This is an optimization exercise on Yosys and OpenROAD, whose aim is small area, a short achievable clock period and few clock cycles per item, not a production implementation. Only simulation tests tie the RTL to the original design; equivalence was not proved. No activity file was given, so power comes from the tool's default toggle rates.

rev 12:
// rational_arithmetic_unit
module rational_arithmetic_unit (
    input  logic         aclk,
    input  logic         aresetn,
    input  logic         s_axis_tvalid,
    output logic         s_axis_tready,
    input  logic [135:0] s_axis_tdata,
    output logic         m_axis_tvalid,
    input  logic         m_axis_tready,
    output logic [71:0]  m_axis_tdata
);
Size: ~6500 cells after synthesis, ~290 flip-flops, roughly 210 I/O pins, ~41000 µm² of cells after synthesis.
make LEC_CHECK=0 ABC_AREA=1 CAP_MARGIN=10 CORE_MARGIN=2 CORE_UTILIZATION=40 SETUP_SLACK_MARGIN=4.5 SLEW_MARGIN=10 finish   # period 10.0 ns
run.sh (not shown) runs the stock make flow with config.mk's settings and CLKGATE_MAP_FILE= SYNTH_SCRIPT=/design/flow/synth_recipe.tcl, a recipe that flattens the netlist after the stock synthesis.
No stage failed in rev 12, and the final checks on the layout all came back clean.
Testbench counts of rev 12, summed over its fixed seeds: cycles 49,017, items 2,400.
> inputs changed (rev 12 -> rev 13)
- SLEW_MARGIN: 10 -> 20
- ABC_AREA: 1 -> unset
- CAP_MARGIN: 10 -> 20
- SETUP_SLACK_MARGIN: 4.5 -> 4
The arrival time reported for the critical path endpoint in rev 13 was higher than what rev 12 gave.
The cell count after placement in rev 13 was lower than what rev 12 gave.
Comparing rev 12 and rev 13, part of the total power dissipated in combinational logic is higher on rev 12.
Worst-path cell with the longest stage delay = edfxtp_1: rev 12; worst-path cell with the longest stage delay = clkdlybuf4s50_1: rev 13
On rev 13: sequential portion of the cell area is 0.22 points higher than what rev 12 gave.
Rev 12 completed end to end with timing, DRC and antenna clean.
Rev 13: PASS, flow complete, no timing, DRC or antenna violations

---

Starting RTL as in the previous note.
## rational_arithmetic_unit
module rational_arithmetic_unit (
    input  logic         aclk,
    input  logic         aresetn,
    input  logic         s_axis_tvalid,
    output logic         s_axis_tready,
    input  logic [135:0] s_axis_tdata,
    output logic         m_axis_tvalid,
    input  logic         m_axis_tready,
    output logic [71:0]  m_axis_tdata
);
clock: 10.0 ns
lec_check: 0
abc_area: 1
cap_margin: 20
core_margin: 2
core_utilization: 40
setup_slack_margin: 4.7
slew_margin: 20
Testbench counts at the start, summed over its fixed seeds: cycles 49,017, items 2,400.
Rerun with:
--- a/flow/config.mk
+++ b/flow/config.mk
@@ -7,3 +7,2 @@
 export LEC_CHECK = 0
-export ABC_AREA = 1
 export CAP_MARGIN = 20
@@ -11,3 +10,3 @@
 export CORE_UTILIZATION = 40
-export SETUP_SLACK_MARGIN = 4.7
+export SETUP_SLACK_MARGIN = 4.5
 export SLEW_MARGIN = 20
The changed run produced a clean layout.
Non-clock buffer count is higher by 26.
Routed wire length is lower by 16%.
Design area rose by 1.8%.
Global-route usage went down by 7.1 points.
Setup slack gets worse by 0.14 ns.
Clock-buffer cell count came out higher by 2.
Fmax decreases by 2.6%.
Cell count decreases by 14%.
Sequential power rose by about 9%.
Rerun with:
--- a/flow/config.mk
+++ b/flow/config.mk
@@ -7,2 +7,3 @@
 export LEC_CHECK = 0
+export ABC_AREA = 1
 export CAP_MARGIN = 20
After rerunning: Cell area shrinks by 2.7%; clock power grows by about 7%; hold slack gets worse by 0.033 ns; routed wire length grows by 18%; core utilization shrinks by 0.52 points.
Rerun with:
--- a/flow/config.mk
+++ b/flow/config.mk
@@ -11,3 +11,3 @@
 export CORE_UTILIZATION = 40
-export SETUP_SLACK_MARGIN = 4.5
+export SETUP_SLACK_MARGIN = 4
 export SLEW_MARGIN = 20
Outcome:
- The new run completed with no timing, DRC or antenna violations
- hold slack loses 0.0044 ns
- wire length drops by 1.6%
- die area does not change
- sequential power barely changes
- setup slack loses 0.28 ns
- sequential share of layout area goes up by 0.38 points
- maximum frequency came out lower by 4.8%
- count of clock-buffer cells in the layout stays the same
- total power went down by 2.1%
- via count went down by 1.3%
- utilization goes down by 1.1 points
Rerun with:
--- a/flow/config.mk
+++ b/flow/config.mk
@@ -11,3 +11,3 @@
 export CORE_UTILIZATION = 40
-export SETUP_SLACK_MARGIN = 4
+export SETUP_SLACK_MARGIN = 5
 export SLEW_MARGIN = 20
Clock skew is higher by 0.028 ns. Routed wire length is higher by 2.7%. Die area is unchanged. Core utilization is higher by 2.9 points. Cell count is higher by 2.0%. Sequential power is lower by about 2%. Worst setup slack gains 0.40 ns. Hold slack loses 0.0077 ns.

## afterwards: timing with drivers on the ports
The results above use ideal ports. As a check the final layouts listed here were re-extracted and re-timed, cells and wires unchanged.
Step 1 (the two cells are an assumption about what drives the block):
set clk [get_ports {aclk}]
set_driving_cell -lib_cell sky130_fd_sc_hd__clkbuf_16 $clk
set_driving_cell -lib_cell sky130_fd_sc_hd__buf_2 [delete_from_list [all_inputs] $clk]
Step 2 adds t to the input delays and takes it off the output delays; t is the mean of the earliest and latest rising clock arrival at the registers after step 1. Input paths then give back, and output paths get back, about the clock's delay inside the block.
Three values: ideal ports, drivers, drivers and shift; two values: the first two.
run	t, ns	setup slack, ns	clock arrival spread, ns
rev 12	0.675	4.503 / 4.427 / 4.125	0.023 / 0.023
rev 13	0.681	4.068 / 4.001 / 3.457	0.044 / 0.043
the first run of note 2	0.676	4.647 / 4.569 / 4.239	0.023 / 0.023
the second run of note 2	0.650	4.505 / 4.557 / 3.907	0.020 / 0.020
the third run of note 2	0.678	4.454 / 4.378 / 4.117	0.021 / 0.021
the fourth run of note 2	0.677	4.176 / 4.176 / 3.595	0.024 / 0.023
the fifth run of note 2	0.706	4.575 / 4.494 / 4.457	0.051 / 0.051
After both steps every run listed still meets setup and hold. For rev 13, which loses most, drivers alone change the setup slack by -0.067 ns; drivers and shift together by -0.611 ns.
